From an optimization exercise on the open Yosys and OpenROAD flow, aimed at small area, a short achievable clock period and few clock cycles per item; shortcuts taken in it are not production practice. Where RTL was checked, it was by simulation tests only, not by an equivalence proof against the original. For run 1, only the layout was checked, not whether the RTL still works.

==> flow/design.v, too long to show whole: its modules and the start of the top module <==
// module cvn_top: 4028 lines
module cvn_top #(
	parameter int SAMPLE_WIDTH = 24
) (
	input  logic                    clk,
	input  logic                    arst_n,
	input  logic                    psel,
	input  logic                    penable,
	input  logic                    pwrite,
	input  logic [1:0]              paddr,
	input  logic [31:0]             pwdata,
	output logic [31:0]             prdata,
	output logic                    pready,
	input  logic                    cmd_valid,
	output logic                    cmd_ready,
	input  logic [1:0]              cmd_opcode,
	input  logic [SAMPLE_WIDTH-1:0] cmd_re,
	input  logic [SAMPLE_WIDTH-1:0] cmd_im,
	output logic                    rsp_valid,
	input  logic                    rsp_ready,
	output logic                    rsp_kind,
	output logic [SAMPLE_WIDTH-1:0] rsp_re,
	output logic [SAMPLE_WIDTH-1:0] rsp_im,
	output logic [31:0]             rsp_norm,
	output logic                    rsp_zero,
	output logic                    rsp_sat
);
  // ...
==> flow/flow/run.sh <==
#!/bin/bash
set -euo pipefail
MARGIN=$(cat flow/margin.txt)
bash standard.sh SETUP_SLACK_MARGIN="$MARGIN" finish > flow_make.log 2>&1
==> flow/flow/margin.txt <==
5.3
==> flow/standard.sh <==
#!/bin/bash
# synth_recipe.tcl (not shown) runs the flow's synth.tcl, then flattens the netlist and writes it again
# the make line also repeats each setting of config.mk as NAME=value (left out here)
make -C /OpenROAD-flow-scripts/flow DESIGN_CONFIG=/design/flow/config.mk WORK_HOME=/design/flow/orfs CLKGATE_MAP_FILE= SYNTH_SCRIPT=/design/flow/synth_recipe.tcl "${@:-finish}"
==> flow/config.mk <==
export PLATFORM = sky130hd
export DESIGN_NAME = cvn_top
export DESIGN_NICKNAME = cvn_top
export VERILOG_FILES = /design/flow/design.v
export SDC_FILE = /design/flow/constraint.sdc
export NUM_CORES = 4
export LEC_CHECK = 0
export ABC_CLOCK_PERIOD_IN_PS = 5000
export CAP_MARGIN = 20
export CORE_MARGIN = 2
export CORE_UTILIZATION = 40
export PLACE_DENSITY = 0.6
export SLEW_MARGIN = 20
==> flow/constraint.sdc <==
create_clock -name core_clock -period 11.0 [get_ports {clk}]
set_input_delay 2.2000 -clock core_clock [delete_from_list [all_inputs] [get_ports {clk}]]
set_output_delay 2.2000 -clock core_clock [all_outputs]
set_load 0.01 [all_outputs]
==> impl_metrics.json, run 1 <==
{
  "synth-seq-cells": 472,
  "layout_min_cycle_time_ns": 5.721,
  "fin_util_pct": 44.39,
  "grt_pass1_wl_um": 389700,
  "nonClkBufAreaFrac_pct": 5.107,
  "whs_path_depth": 0,
  "syn_to_final_growth_pct": 10.55,
  "path_depth": 12,
  "rrSetupSlack_ns": 5.28,
  "status": "timing/DRC/antenna clean",
  "wl_met1_um": 105800,
  "drv_cap": 0,
  "use_met2_pct": 48.71,
  "final_area_um2": 69100,
  "num_antenna_cells": 12,
  "dpl_cell_area_um2": 66560,
  "finalHoldViolCount": 0,
  "largest_cell_class": "multi-input gates",
  "cp-start-kind": "flip-flop",
  "synthSimpleGateAreaFrac_pct": 12.62,
  "drtIter0Drc": 7584,
  "busiest_layer": "met2",
  "synth.most_common_cell": "inv_1",
  "buffers": 394,
  "layout_common_cells": "inv_1 (1036), fa_1 (774), nand2_1 (574)",
  "wl_met2_um": 112800,
  "largestRegisters": "sum_q x64, cs_s_q x55, cs_c_q x54",
  "r2r-end": "cs_c_q[21]",
  "route.met3.wl_um": 34110,
  "fill_cells": 15272,
  "multi_input_area_share_pct": 63.84
}
==> run 2, diff against run 1 <==
--- a/flow/design.v
+++ b/flow/design.v
@@ -53,34 +53,31 @@
 	localparam logic [NS-1:0] S_DV   = NS'(1) << I_DV;
 	localparam logic [1:0] K_ACC = 2'd0;
 	localparam logic [1:0] K_SCL = 2'd1;
 	localparam logic [1:0] K_FIN = 2'd2;
 	logic [NS-1:0] state_q;
 	logic        rdy_q;
 	logic [31:0] grid_q;
 	logic [63:0] sum_q;
-	logic        sat_q;     
-	logic [63:0] sum_e;
 	logic [31:0] recip_q;
 	logic        addr0_q;
 	logic [23:0] re_mag_q, im_mag_q;
 	logic        re_neg_q, im_neg_q;
 	logic [4:0]  cnt_q;
 	logic [33:0] rem_q;
 	logic [28:0] root_q;
 	logic        f_small_q, sq_first_q;
 	logic [1:0]  fpass_q;
 	logic        fsat_q;
 	logic        s2_valid_q;
 	logic [1:0]  s2_kind_q;
 	logic        s2_second_q;
 	logic        s2_neg_q;
 	logic [1:0]  s2_pass_q;
-	logic        s2_last_q;
 	logic [55:0] cs_s_q, cs_c_q;
 	logic [23:0] pend_re_q;
 	logic        pend_sat_q, pend_neg_q;
 	logic        out_valid_q;
 	logic        out_kind_q;
 	logic [23:0] out_re_q, out_im_q;
 	logic        out_rsat_q, out_isat_q, out_rneg_q, out_ineg_q;
 	logic        out_zero_q, out_fsat_q;
@@ -3690,29 +3687,27 @@
 	assign pt_c1448 = (pt_c1396 & pt_s1397) | (pt_c1396 & pt_p764) | (pt_s1397 & pt_p764);
 	assign pt_s1449 = pt_c1397 ^ pt_p765 ^ pt_p766;
 	assign pt_c1449 = (pt_c1397 & pt_p765) | (pt_c1397 & pt_p766) | (pt_p765 & pt_p766);
 	assign cs_s = {1'b0, pt_c1449, pt_c1448, pt_c1447, pt_c1446, pt_c1445, pt_c1444, pt_c1443, pt_c1442, pt_c1441, pt_c1440, pt_c1439, pt_c1438, pt_c1437, pt_c1436, pt_c1435, pt_c1434, pt_c1433, pt_c1432, pt_c1431, pt_c1430, pt_c1429, pt_c1428, pt_c1427, pt_c1426, pt_c1425, pt_c1424, pt_c1423, pt_c1422, pt_c1421, pt_c1420, pt_c1419, pt_c1418, pt_c1417, pt_c1416, pt_c1415, pt_c1414, pt_c1413, pt_c1412, pt_c1411, pt_c1410, pt_c1409, pt_c1408, pt_c1407, pt_c1406, pt_c1405, pt_c1404, pt_c1403, pt_c1402, pt_c1401, pt_c1400, pt_c1399, pt_c1398, pt_s1398, pt_p1, pt_p0};
 	assign cs_c = {1'b0, pt_p767, pt_s1449, pt_s1448, pt_s1447, pt_s1446, pt_s1445, pt_s1444, pt_s1443, pt_s1442, pt_s1441, pt_s1440, pt_s1439, pt_s1438, pt_s1437, pt_s1436, pt_s1435, pt_s1434, pt_s1433, pt_s1432, pt_s1431, pt_s1430, pt_s1429, pt_s1428, pt_s1427, pt_s1426, pt_s1425, pt_s1424, pt_s1423, pt_s1422, pt_s1421, pt_s1420, pt_s1419, pt_s1418, pt_s1417, pt_s1416, pt_s1415, pt_s1414, pt_s1413, pt_s1412, pt_s1411, pt_s1410, pt_s1409, pt_s1408, pt_s1407, pt_s1406, pt_s1405, pt_s1404, pt_s1403, pt_s1402, pt_s1401, pt_s1400, pt_s1399, pt_p5, pt_p2, 1'b0};
 	logic [63:0] addend;
 	logic [64:0] total;
 	logic s2_add_sum_q, s2_add_rnd_q, s2_add_rem_q;
-	assign sum_e  = sum_q | {64{sat_q}};
-	assign addend = ({64{s2_add_sum_q}} & sum_e) |
+	assign addend = ({64{s2_add_sum_q}} & sum_q) |
 		({64{s2_add_rnd_q}} & {{40{s2_neg_q}}, 1'b1, 23'd0}) |
 		({64{s2_add_rem_q}} & {32'd0, rem_q[31:0]});
 	assign total = {1'b0, addend} + {9'd0, cs_s_q} + {9'd0, cs_c_q};
-	logic [56:0] scl_cmp;
-	logic        scl_sat;
-	assign scl_cmp = {1'b0, cs_s_q} + {1'b0, cs_c_q} +
-		(s2_neg_q ? 57'h0FF_7FFF_FF80_0000 : 57'h0FF_8000_0080_0000);
-	assign scl_sat = scl_cmp[56];
+	logic scl_sat;
+	assign scl_sat = !total[63] && (total[62:47] != '0);
 	logic s2_go;
 	assign s2_go = s2_valid_q && !stall;
+	logic [63:0] sum_acc;
 	logic        s2_acc;
+	assign sum_acc = total[64] ? '1 : total[63:0];
 	assign s2_acc  = s2_go && s2_kind_q == K_ACC;
 	logic        mode_sq;
 	logic [33:0] rx;
 	logic [32:0] rm1, rm2;
 	logic [33:0] rp3, rs3;
 	logic [34:0] rt1, rt2, rt3;
 	logic [1:0]  rk;
 	logic [31:0] rnext;
@@ -3780,22 +3775,18 @@
 		case (fpass_q)
 			2'd0:    f_al = {40'd0, sum_q[57:40]};
 			2'd1:    f_al = {15'd0, sum_q[58:16]};
 			default: f_al = sum_q[57:0];
 		endcase
 	end
 	assign f_small_c = (f_al[57:17] == '0) && (f_al[16:0] < 17'h1_0201);
 	assign f_small   = sq_first_q ? f_small_c : f_small_q;
-	logic        nz1, nz2, zsum_q, nz1_q, nz2_q, sat_n;
-	logic [63:0] sum_n;
-	assign sum_n = s2_acc ? total[63:0] : sum_q;
-	assign sat_n = sat_q || (s2_acc && total[64]);
-	assign nz1 = nz1_q;
-	assign nz2 = nz2_q;
+	logic zsum_q, nz1_q, nz2_q, fwait;
+	assign fwait = (state_q[I_F2] && !nz1_q) || (state_q[I_F3] && !nz2_q) || state_q[I_F4];
 	logic [NS-1:0] state_nx;
 	logic       rdy_nx;
 	logic       issue;
 	logic       fin_write, fin_zero, fin_sat;
 	logic [NS-1:0] acc_state;
 	always_comb begin
 		case (cmd_opcode)
 			OP_ACCUM:  acc_state = S_PA;
@@ -3828,35 +3819,34 @@
 				if (!stall) begin
 					issue    = 1'b1;
 					state_nx = accept ? acc_state : S_IDLE;
 				end
 			end
 			state_q[I_F0]: state_nx = S_F1;
 			state_q[I_F1]: begin
 				if (!s2_valid_q && out_free) begin
+					issue    = 1'b1;
+					state_nx = S_F2;
+				end
+			end
+			state_q[I_F2], state_q[I_F3], state_q[I_F4]: begin
+				if (fwait) begin
 					if (zsum_q) begin
 						fin_write = 1'b1;
 						fin_zero  = 1'b1;
 						state_nx  = S_IDLE;
 					end else begin
-						issue    = 1'b1;
-						state_nx = nz1 ? S_F2 : S_F4;
+						state_nx = S_SQ;
 					end
+				end else begin
+					issue    = 1'b1;
+					state_nx = state_q[I_F2] ? S_F3 : S_F4;
 				end
 			end
-			state_q[I_F2]: begin
-				issue    = 1'b1;
-				state_nx = nz2 ? S_F3 : S_F4;
-			end
-			state_q[I_F3]: begin
-				issue    = 1'b1;
-				state_nx = S_F4;
-			end
-			state_q[I_F4]: state_nx = S_SQ;
 			state_q[I_SQ]: begin
 				if (sq_last) begin
 					if (f_small) begin
 						fin_write = 1'b1;
 						fin_sat   = 1'b1;
 						state_nx  = accept ? acc_state : S_IDLE;
 					end else begin
 						state_nx = S_DV;
@@ -3871,17 +3861,18 @@
 			end
 			default: state_nx = S_IDLE;
 		endcase
 	end
 	logic [4:0] cnt_nx;
 	always_comb begin
 		cnt_nx = cnt_q;
 		case (1'b1)
-			state_q[I_F4]: cnt_nx = (s2_pass_q == 2'd0) ? 5'd5 : ((s2_pass_q == 2'd1) ? 5'd11 : 5'd15);
+			state_q[I_F2], state_q[I_F3], state_q[I_F4]:
+				cnt_nx = (s2_pass_q == 2'd0) ? 5'd5 : ((s2_pass_q == 2'd1) ? 5'd11 : 5'd15);
 			state_q[I_SQ]: begin
 				if (sq_last) cnt_nx = dv_cnt;
 				else if (sq_skip) cnt_nx = cnt_q - 5'd4;
 				else cnt_nx = cnt_q - 5'd1;
 			end
 			state_q[I_DV]: cnt_nx = cnt_q - 5'd1;
 			default: ;
 		endcase
@@ -3892,36 +3883,33 @@
 		(state_nx[I_DV] && cnt_nx == 5'd1) ||
 		(state_nx[I_SQ] && cnt_nx == 5'd1 && f_small);
 	always_ff @(posedge clk or negedge arst_n) begin
 		if (!arst_n) begin
 			state_q     <= S_IDLE;
 			rdy_q       <= 1'b1;
 			grid_q      <= ONE_Q24;
 			sum_q       <= '0;
-			sat_q       <= 1'b0;
 			recip_q     <= ONE_Q24;
 			s2_valid_q  <= 1'b0;
 			out_valid_q <= 1'b0;
 		end else begin
 			state_q <= state_nx;
 			rdy_q   <= rdy_nx;
 			if (cfg_write) grid_q <= pwdata;
 			if (!stall) s2_valid_q <= issue;
 			if (fin_write || (s2_go && s2_kind_q == K_SCL && s2_second_q)) begin
 				out_valid_q <= 1'b1;
 			end else if (rsp_ready) begin
 				out_valid_q <= 1'b0;
 			end
 			if (s2_go && s2_kind_q == K_ACC) begin
-				sum_q <= total[63:0];
-				sat_q <= sat_q || total[64];
-			end else if (s2_go && s2_kind_q == K_FIN && s2_last_q) begin
+				sum_q <= sum_acc;
+			end else if (s2_go && s2_kind_q == K_FIN && fwait) begin
 				sum_q <= f_d;
-				sat_q <= 1'b0;
 			end else if (s2_go && s2_kind_q == K_FIN && s2_pass_q == 2'd1) begin
 				sum_q[9:0] <= total[23:14];
 			end else if (state_q[I_SQ]) begin
 				sum_q <= sq_skip ? {4'd0, sum_q[43:0], 16'd0} : {4'd0, sum_q[55:0], 4'd0};
 			end
 			if (fin_write && fin_zero) begin
 				recip_q <= ONE_Q24;
 			end else if (fin_write && fin_sat) begin
@@ -3942,47 +3930,46 @@
 			im_mag_q <= in_im;
 			re_neg_q <= cmd_re[23];
 			im_neg_q <= cmd_im[23];
 		end else if (state_q[I_P1] && !stall) begin
 			re_mag_q <= im_mag_q;
 		end else if (state_q[I_F0]) begin
 			re_mag_q <= s2_acc ? total[23:0] : sum_q[23:0];
 		end else if (state_q[I_F1] && !s2_valid_q && out_free) begin
-			re_mag_q <= sum_e[47:24];
+			re_mag_q <= sum_q[47:24];
 		end else if (state_q[I_F2]) begin
-			re_mag_q <= {8'd0, sum_e[63:48]};
+			re_mag_q <= {8'd0, sum_q[63:48]};
 		end
 		if (!stall) begin
 			cs_s_q      <= cs_s;
 			cs_c_q      <= cs_c;
 			s2_kind_q   <= (state_q[I_P1] || state_q[I_P2]) ? K_SCL :
 				(state_q[I_PA] ? K_ACC : K_FIN);
 			s2_second_q <= state_q[I_P2];
 			s2_neg_q    <= state_q[I_P1] ? re_neg_q : im_neg_q;
 			s2_pass_q   <= state_q[I_F1] ? 2'd0 : (state_q[I_F2] ? 2'd1 : 2'd2);
-			s2_last_q   <= state_q[I_F1] ? !nz1 : (state_q[I_F2] ? !nz2 : 1'b1);
 			s2_add_sum_q <= state_q[I_PA];
 			s2_add_rnd_q <= state_q[I_P1] || state_q[I_P2];
 			s2_add_rem_q <= state_q[I_F2] || state_q[I_F3];
 		end
 		cnt_q <= cnt_nx;
 		mul_q <= state_nx[I_P1] || state_nx[I_P2] || state_nx[I_F1] || state_nx[I_F2] ||
 			state_nx[I_F3];
 		sq_q  <= state_nx[I_PA];
-		if (state_q[I_F4]) fpass_q <= s2_pass_q;
-		sq_first_q <= state_q[I_F4];
-		if (sq_first_q) f_small_q <= f_small_c;
-		fsat_q <= state_q[I_F0] && sat_n;
-		if (state_q[I_F0]) begin
-			zsum_q <= (sum_n == '0) && !sat_n;
-			nz1_q  <= (sum_n[63:24] != '0) || sat_n;
-			nz2_q  <= (sum_n[63:48] != '0) || sat_n;
+		if (fwait) fpass_q <= s2_pass_q;
+		sq_first_q <= fwait;
+		if (state_q[I_F1]) begin
+			zsum_q <= (sum_q == '0);
+			nz1_q  <= (sum_q[63:24] != '0);
+			nz2_q  <= (sum_q[63:48] != '0);
 		end
-		if (state_q[I_F4]) begin
+		if (sq_first_q) f_small_q <= f_small_c;
+		fsat_q <= state_q[I_F0] && s2_acc && total[64];
+		if (fwait) begin
 			rem_q <= {30'd0, f_d[59:56]};
 		end else if (s2_go && s2_kind_q == K_FIN) begin
 			rem_q <= {2'd0, total[55:24]};
 		end else if (state_q[I_SQ]) begin
 			if (sq_last) rem_q <= {dv_rem, 2'b00};
 			else if (sq_skip) rem_q <= {30'd0, sum_q[43:40]};
 			else rem_q <= {rnext[29:0], sum_q[55:52]};
 		end else if (state_q[I_DV]) begin
==> flow/flow/margin.txt (replaced) <==
5.8
==> run 2 against run 1 <==
Against the previous run: still clean; first-iteration DRC count fell by 9.0%; die area is 3.9% lower; critical path depth rose by 5; worst hold slack improved by 0.020 ns; fmax increased by 7.4%; critical path type unchanged.
==> impl_metrics.json, run 2 <==
{
  "hold_ws_ns": 0.4533,
  "dr.pass1.iters": 7,
  "grt_antenna_before_repair": 7,
  "rows": 142,
  "yosys_warnings": 1,
  "grt_pass1_vias": 54617,
  "drtIter0Drc": 6902,
  "start_util_pct": 40.19,
  "synth_ff_type": "edfxtp_1",
  "gp_congestion": 1.025,
  "end_kind": "flip-flop",
  "ys_seq_area_share_pct": 21.11,
  "cts_buffers": 57,
  "ys_async_sr_fraction_pct": 30.21,
  "die_area_um2": 153200,
  "grt_max_degree": 74,
  "io_pins": 209,
  "tightest_slew_ns": 1.109,
  "fp.dieH_um": 391.5,
  "clock_skew_ns": 0.06156,
  "h-tree-depth": 2,
  "drv_cap": 0,
  "layout_min_cycle_time_ns": 5.326,
  "viasPerCell": 6.247,
  "synthTopCellsByArea": "fa_1 (25%), edfxtp_1 (13%), inv_1 (6.4%), dfrtp_1 (5.8%), ha_1 (5.0%)",
  "status": "timing/DRC/antenna clean",
  "antenna_left": 0,
  "hpwl_um": 189200,
  "regMostFlops": "sum_q",
  "drc": 0,
  "largest_reg_flops": 64,
  "fmax_ghz": 0.1878,
  "layout_commonest_cell": "inv_1",
  "cts_tree": "built",
  "worstHoldPathType": "reg2reg",
  "synth-edff-count": 255,
  "wirelength_um": 263900,
  "drv_slew": 0,
  "rsz0062_at_grt": "true",
  "place_inst": 8580,
  "finalHoldViolCount": 0,
  "fin_util_pct": 46.56,
  "netlist.area_leader.share_pct": 25.00,
  "fin_cells": 8888,
  "wl_per_cell_um": 29.69,
  "clkTransAtPathRegs_ns": 0.06,
  "core_um2": 149400,
  "layout_common_cells": "inv_1 (991), fa_1 (679), nand2_1 (529)",
  "syn_avg_cell_area_um2": 8.933,
  "portBuffers": 204,
  "cp-start-kind": "flip-flop",
  "setup_viol": 0,
  "r2r-start": "sq_q",
  "clk_latency_ns": 0.71,
  "synth-seq-cells": 470,
  "vias": 55527,
  "crit_type": "reg2reg",
  "grt_use_total_pct": 33.55,
  "slew_headroom_pct": 25.55,
  "syn_to_final_growth_pct": 15.85,
  "grt_pass1_wl_um": 379700,
  "worst_ep_required_time_ns": 11.43,
  "cts_num_sinks": 470,
  "synthCells": 6722,
  "drive_gt1_share_pct": 13.00,
  "yosysTopAreaCell": "fa_1",
  "yosysUniqueCellTypes": 93,
  "fin_nets": 7897,
  "min_from": "pend_neg_q",
  "fin_crit_sh_pct": 48.42,
  "fp.dieW_um": 391.5,
  "synth_area_um2": 60050,
  "cts_root_buffer": "clkbuf_16",
  "grt.overflow.total": 0,
  "startpoint": "sq_q",
  "clockBufferDepth": 3,
  "synthTopCellsByCount": "inv_1 (1027), fa_1 (750), nand2_1 (537)",
  "largestRegisters": "sum_q x64, cs_s_q x55, cs_c_q x54",
  "synth.most_common_cell": "inv_1",
  "cp.arrival_ns": 5.76,
  "setup_tns_ns": 0,
  "cp_max_fo": 5
}
run 2: cells by family after synthesis:
family | after synthesis | share of synthesized area (%)
muxes | 75 | 1.338
and+or+nand+nor | 1568 | 12.90
xor gates and xnor gates | 204 | 2.975
AOI/OAI and AO/OA | 1852 | 21.81
DFF | 470 | 21.11
adders and majority gates | 988 | 29.96
buffers and inverters | 1563 | 9.889
other | 2 | 0.01251
run 2: worst max-delay path, cell delays in order, from the launching register on:
cell	delay [ns]
dfxtp_4	0.51
buf_12	0.19
buf_12	0.12
and2_4	0.19
buf_12	0.14
ha_4	0.19
a21o_1	0.16
fa_1	0.50
inv_1	0.05
fa_2	0.53
inv_2	0.04
fa_1	0.54
inv_2	0.05
fa_2	0.45
fa_2	0.38
fa_1	0.55
inv_2	0.04
fa_2	0.40
run 2: metrics by stage:
| step | cell area (µm²) | setup slack [ns] |
|---|---|---|
| after floorplan | 60080 | 5.803 |
| after global placement | 63940 | 4.332 |
| after detailed placement | 63960 | 4.308 |
| after CTS | 67920 | 5.704 |
| after global routing | 69550 | 5.630 |
| final | 69570 | 5.674 |
run 2: area by class of cell:
type                    instances  area (µm²)
diodes                          5       12.51
clock buffers                  75        1554
clock inverters                33       459.2
fillers                     14251       79860
inverters                    1029        3875
multi-input cells            4696       42700
flip-flops and latches        470       12710
well taps                    2016        2522
repair buffers                564        5733
run 2: timing repair:
item,in CTS,in global routing
pin swaps,51,115
gates resized for setup,266,214
endpoints found under the setup margin,230,159
hold buffers,0,0
endpoints found under the hold margin,0,0
cloned,13,13
setup buffers,88,81
run 2: path summary, 6_finish.rpt:
| kind | to | slack [ns] | cells after the start |
|---|---|---|---|
| worst max-delay path | cs_c_q[25] | 5.67 | 17 |
| worst min-delay path | out_rneg_q | 0.45 | 0 |
| worst max register to register | cs_c_q[25] | 5.67 | 17 |
| worst min register to register | out_rneg_q | 0.45 | 0 |
| max in group asynchronous | recip_q[19] | 8.15 | 2 |
| min in group asynchronous | out_valid_q | 1.43 | 1 |
run 2: per-layer routing:
layer / up-vias / track usage, % / wire, µm
met4: 8 / 17.47 / 17710
met2: 3806 / 50.77 / 113800
met1: 27590 / 43.26 / 100200
met3: 990 / 9.967 / 32100
met5: - / 0 / 91
li1: 23133 / - / -
Testbench counts of run 2, summed over its fixed seeds: cycles 12,343, items 5,556.
==> run 3, diff against run 2 <==
==> flow/flow/margin.txt (replaced) <==
5.4
==> run 3 against run 2 <==
Against the previous run: count of clock-buffer cells in the layout decreased by 1; first-iteration DRC count decreased by 5.8%; synthesized area unchanged; cell count decreased by 1.8%; highest routed layer unchanged.
==> impl_metrics.json, run 3 <==
{
  "status": "timing/DRC/antenna clean",
  "drive_gt1_share_pct": 8.282,
  "crit_top_cell": "fa_1",
  "max_stage_delay_ns": 0.87,
  "h-tree-depth": 2,
  "wirelength_um": 259300,
  "syn_to_final_growth_pct": 11.48,
  "grt_max_degree": 72,
  "drv_slew": 0,
  "yosysUniqueCellTypes": 93,
  "layout_min_cycle_time_ns": 5.570,
  "path_cells": "and2_4 > a22oi_1 > fa_1 > inv_1 > fa_1 > fa_1 > fa_1 > inv_1 > fa_1 > fa_1 > inv_1 > fa_1",
  "fp.dieH_um": 391.5,
  "yosys_warnings": 1,
  "place_inst": 8590,
  "netlist.area_leader.share_pct": 25.00,
  "regMostFlops": "sum_q",
  "synthTopCellsByArea": "fa_1 (25%), edfxtp_1 (13%), inv_1 (6.4%), dfrtp_1 (5.8%), ha_1 (5.0%)",
  "end_kind": "flip-flop",
  "largestRegisters": "sum_q x64, cs_s_q x55, cs_c_q x54",
  "largest_reg_flops": 64,
  "clk_latency_ns": 0.72,
  "worst_ep_required_time_ns": 11.45,
  "grt_pass1_vias": 54278,
  "slew_headroom_pct": 26.82,
  "io_pins": 209,
  "drtIter0Drc": 6499,
  "timing.critical_path.buf_inv": 3,
  "synth_area_um2": 60050,
  "start_util_pct": 40.19,
  "syn_avg_cell_area_um2": 8.933,
  "drv_cap": 0,
  "hpwl_um": 190200,
  "cp.arrival_ns": 6.02,
  "setup_viol": 0,
  "layout_commonest_cell": "inv_1",
  "synthTopCellsByCount": "inv_1 (1027), fa_1 (750), nand2_1 (537)",
  "synth_ff_type": "edfxtp_1",
  "cts_buffers": 59,
  "fin_nets": 7741,
  "finalHoldViolCount": 0,
  "gp_congestion": 1.031,
  "hold_ws_ns": 0.4618,
  "cpMaxStageDelayCell": "edfxtp_1",
  "viasPerCell": 6.228,
  "dr.pass1.iters": 6,
  "yosysTopAreaCell": "fa_1",
  "grt_use_total_pct": 33.22,
  "fin_cells": 8730,
  "cp_top_family": "adder cells",
  "grt_antenna_before_repair": 8,
  "clkTransAtPathRegs_ns": 0.06,
  "vias": 54369,
  "synth.most_common_cell": "inv_1",
  "clockBufferDepth": 3,
  "clock_skew_ns": 0.06745,
  "crit_type": "reg2reg",
  "rsz0062_at_grt": "true",
  "wl_per_cell_um": 29.70,
  "synth-seq-cells": 470,
  "cts_root_buffer": "clkbuf_16",
  "antenna_left": 0,
  "fin_util_pct": 44.80,
  "setup_tns_ns": 0,
  "worstHoldPathType": "reg2reg",
  "ys_seq_area_share_pct": 21.11,
  "core_um2": 149400,
  "portBuffers": 204,
  "grt.overflow.total": 0,
  "drc": 0,
  "synthCells": 6722,
  "ys_async_sr_fraction_pct": 30.21,
  "tightest_slew_ns": 1.090,
  "holdBufCountCts": 0,
  "cts_num_sinks": 470,
  "layout_common_cells": "inv_1 (1025), fa_1 (750), nand2_1 (531)",
  "fmax_ghz": 0.1795,
  "synth-edff-count": 255,
  "rows": 142,
  "fin_crit_sh_pct": 50.64,
  "die_area_um2": 153200,
  "cts_tree": "built",
  "cp_max_fo": 18,
  "grt_pass1_wl_um": 374500,
  "cp-start-kind": "flip-flop",
  "fp.dieW_um": 391.5
}
[run 3: per-layer routing]
metal | track usage (%) | routed length [µm] | vias up
li1 | - | - | 22795
met1 | 42.89 | 99910 | 27123
met2 | 50.89 | 112600 | 3594
met3 | 9.090 | 30470 | 849
met4 | 17.04 | 16300 | 8
met5 | 0 | 57 | -
[run 3: logic make-up (layout without fill, tap and decap cells)]
logic type | count (synthesis) | in the layout | synth area share [%]
AOI/OAI and AO/OA | 1852 | 1852 | 21.81
DFF | 470 | 470 | 21.11
xor gates and xnor gates | 204 | 204 | 2.975
adders and majority gates | 988 | 988 | 29.96
muxes | 75 | 75 | 1.338
and+or+nand+nor | 1568 | 1568 | 12.90
other | 2 | 5 | 0.01251
buffers and inverters | 1563 | 1552 | 9.889
[run 3: metrics by stage]
step / cell area (µm²) / worst slack (ns)
global placement: 64000 / 4.185
finish: 66940 / 5.430
global route: 66940 / 5.315
floorplan: 60060 / 5.406
CTS: 66550 / 5.401
detailed placement: 64060 / 4.282
[run 3: what timing repair did]
| action | in CTS | in global routing |
|---|---|---|
| setup buffers | 14 | 10 |
| gates resized for setup | 64 | 58 |
| gates cloned | 0 | 3 |
| pin swaps | 1 | 6 |
| endpoints found under the setup margin | 178 | 105 |
[run 3: area by class of cell]
class	instances	area, µm²
timing repair buffer	411	3802
sequential	470	12700
inverter	1029	3870
clock buffer	74	1625
multi-input combinational	4691	41870
fill	14607	82480
tap	2016	2522
clock inverter	38	551.8
antenna	1	2.502
[run 3: path summary, 6_finish.rpt]
path,endpoint,from,cells past startpoint,slack [ns]
worst min-delay path,out_rneg_q,pend_neg_q,0,0.46
worst min register to register,out_rneg_q,pend_neg_q,0,0.46
worst max register to register,cs_c_q[30],im_mag_q[5],12,5.43
worst max-delay path,cs_c_q[30],im_mag_q[5],12,5.43
min in group asynchronous,sum_q[61],arst_n,1,1.57
max in group asynchronous,recip_q[0],arst_n,3,7.58
==> run 4, diff against run 3 <==
==> flow/flow/margin.txt (replaced) <==
5.6
==> run 4 against run 3 <==
Against the previous run: still clean; final area increased by 0.87%; die area unchanged; critical path depth up 2; register-to-register slack better by 0.14 ns; critical path type unchanged.
==> impl_metrics.json, run 4 <==
{
  "finalHoldViolCount": 0,
  "layout_min_cycle_time_ns": 5.427,
  "cp_max_fo": 28,
  "synthTopCellsByCount": "inv_1 (1027), fa_1 (750), nand2_1 (537)",
  "grt_use_total_pct": 33.41,
  "drv_slew": 0,
  "dr.pass1.iters": 9,
  "synthSimpleGateAreaFrac_pct": 12.90,
  "cts_num_sinks": 470,
  "rsz0062_at_grt": "true",
  "place_inst": 8585,
  "yosysUniqueCellTypes": 93,
  "drv_cap": 0,
  "clock_skew_ns": 0.07675,
  "fin_nets": 7778,
  "r2r-end": "rem_q[26]",
  "tightest_slew_ns": 1.299,
  "setup_viol": 0,
  "grt_antenna_before_repair": 9,
  "synthTopCellsByArea": "fa_1 (25%), edfxtp_1 (13%), inv_1 (6.4%), dfrtp_1 (5.8%), ha_1 (5.0%)",
  "status": "timing/DRC/antenna clean",
  "ys_async_sr_fraction_pct": 30.21,
  "dpl_cell_area_um2": 64000,
  "vias": 54874,
  "clk_latency_ns": 0.73,
  "hold_ws_ns": 0.4277,
  "hpwl_um": 189400,
  "synthCells": 6722,
  "netlist.area_leader.share_pct": 25.00,
  "synth_ff_type": "edfxtp_1",
  "start_util_pct": 40.19,
  "core_um2": 149400,
  "largest_reg_flops": 64,
  "clkTransAtPathRegs_ns": 0.07,
  "synth_area_um2": 60050,
  "grt_max_degree": 120,
  "synth.most_common_cell": "inv_1",
  "syn_avg_cell_area_um2": 8.933,
  "synth_top_family_by_area": "adder cells",
  "syn_to_final_growth_pct": 12.45,
  "rows": 142,
  "end_kind": "flip-flop",
  "h-tree-depth": 2,
  "synth-edff-count": 255,
  "cp-start-kind": "flip-flop",
  "wirelength_um": 261400,
  "grt_pass1_vias": 54962,
  "io_pins": 209,
  "yosysTopAreaCell": "fa_1",
  "cts_tree": "built",
  "fill_cells": 14481,
  "final_area_um2": 67530,
  "setup_tns_ns": 0,
  "fin_cells": 8770,
  "cts_buffers": 57,
  "antenna_left": 0,
  "grt.overflow.total": 0,
  "cts_root_buffer": "clkbuf_16",
  "largestRegisters": "sum_q x64, cs_s_q x55, cs_c_q x54",
  "drive_gt1_share_pct": 9.366,
  "fin_crit_sh_pct": 49.34,
  "ys_seq_area_share_pct": 21.11,
  "slew_headroom_pct": 12.80,
  "worstHoldPathType": "reg2reg",
  "r2r-start": "s2_neg_q",
  "fp.dieW_um": 391.5,
  "drtIter0Drc": 6746,
  "gp_congestion": 1.060,
  "layout_commonest_cell": "inv_1",
  "synth_fa_ha_area_share_pct": 29.96,
  "die_area_um2": 153200,
  "regMostFlops": "sum_q",
  "synthMuxAreaShare_pct": 1.338,
  "yosys_warnings": 1,
  "crit_type": "reg2reg",
  "grt_pass1_wl_um": 377800,
  "fin_util_pct": 45.19,
  "rrSetupSlack_ns": 5.57,
  "ff2ff_path_depth": 14,
  "layout_common_cells": "inv_1 (1025), fa_1 (743), nand2_1 (531)",
  "min_from": "pend_neg_q",
  "hold_end": "out_rneg_q",
  "clockBufferDepth": 3,
  "holdBufCountCts": 0,
  "worst_ep_required_time_ns": 11.51,
  "wl_per_cell_um": 29.81,
  "drc": 0,
  "fmax_ghz": 0.1843,
  "viasPerCell": 6.257,
  "synth_compound_gate_area_share_pct": 21.81,
  "whs_path_depth": 0,
  "synth-seq-cells": 470,
  "fp.dieH_um": 391.5,
  "synth_xor_area_share_pct": 2.975,
  "portBuffers": 204,
  "cp.arrival_ns": 5.94
}
run 4: changes by cell type in the layout (fill, tap and decap cells not counted), moves of 5 or more:
cell     change
and2_1       -7
and2_4       +8
buf_12       +8
buf_4       +17
buf_6        +6
diode_2      +5
fa_1         -7
fa_2         +7
ha_1         -7
ha_4         +5
inv_6        +6
o21a_2       -6
o21a_4      +10
run 4: area by class of cell:
type | instances | area (µm²) | area share (%)
flip-flops and latches | 470 | 12700 | 18.81
well taps | 2016 | 2522 | 3.735
clock inverters | 41 | 506.7 | 0.7504
diodes | 6 | 15.01 | 0.02223
multi-input cells | 4693 | 42140 | 62.40
repair buffers | 448 | 4275 | 6.331
clock buffers | 67 | 1494 | 2.212
inverters | 1029 | 3875 | 5.738
run 4: layer usage:
metal,global-route usage [%],part of all wire (%),vias to the layer above
li1,-,-,22886
met1,42.28,38,27399
met2,50.18,43,3647
met3,10.27,12,936
met4,19.63,7.1,6
met5,0,0.017,-
run 4: critical path, cell delays in order (launching register included):
cell and delay, ns:
edfxtp_1 0.43, buf_12 0.21, and2_4 0.23, a221o_1 0.32, fa_1 0.45, ha_2 0.41, nand4_1 0.18, or4_1 0.58
a2111oi_2 0.32, nor4_1 0.13, buf_4 0.20, or4_1 0.51, and3_1 0.27, o21ai_0 0.91, a211oi_1 0.08
run 4: how the worst max path moves through the flow:
stage / startpoint / to / slack, ns / cells after the start
after CTS: im_mag_q[3] / cs_c_q[26] / 5.54 / 13
final: s2_neg_q / rem_q[26] / 5.57 / 14
after global placement: state_q[9] / rem_q[22] / 4.07 / 19
after detailed placement: state_q[9] / rem_q[19] / 4.01 / 20
after global routing: sq_q / cs_c_q[25] / 5.58 / 15
after floorplan: state_q[9] / rem_q[27] / 5.65 / 23
run 4: what timing repair did:
action,4_1_cts,5_1_grt
setup endpoints to repair,179,110
pin swaps,1,16
cloned,1,7
gates resized for setup,100,132
buffers inserted,20,43
run 4: cell families after synthesis:
kind of cell,after synthesis
adder cells (fa/ha/maj),988
buffers and inverters,1563
other,2
flip-flops,470
AND/OR/NAND/NOR,1568
AO/OA/AOI/OAI,1852
multiplexers,75
XOR/XNOR,204
run 4: per-stage QoR:
step	setup WS (ns)
finish	5.573
global route	5.578
CTS	5.542
detailed placement	4.007
global placement	4.074
floorplan	5.649

re-timing with driven ports:
Ports are ideal in the flow. The routed layouts listed here were re-timed in OpenROAD. Step 1, drivers: a clkbuf_16 drives clk and a buf_2 each remaining input, both assumed. Step 2, shift: input delay + t, output delay - t, t = (earliest + latest rising clock arrival at the registers) / 2. This alone moves slack from input paths to output paths. Three values: ideal ports, drivers, drivers and shift; two values: the first two.
run | t, ns | setup WS [ns] | worst hold slack (ns) | worst setup path at the end | latest minus earliest clock arrival (ns)
run 1 | 0.796 | 5.279 / 5.279 / 5.223 | 0.433 / 0.433 / 0.433 | input to register | 0.036 / 0.035
run 2 | 0.764 | 5.674 / 5.674 / 5.311 | 0.453 / 0.453 / 0.453 | input to register | 0.062 / 0.062
run 3 | 0.764 | 5.430 / 5.430 / 5.302 | 0.462 / 0.462 / 0.462 | input to register | 0.070 / 0.069
run 4 | 0.776 | 5.573 / 5.573 / 5.439 | 0.428 / 0.428 / 0.428 | input to register | 0.076 / 0.077
After both steps setup and hold are still met in every run listed. The setup slack of run 2, which loses most, moves by 0.000 ns with the drivers and by -0.363 ns with both steps.
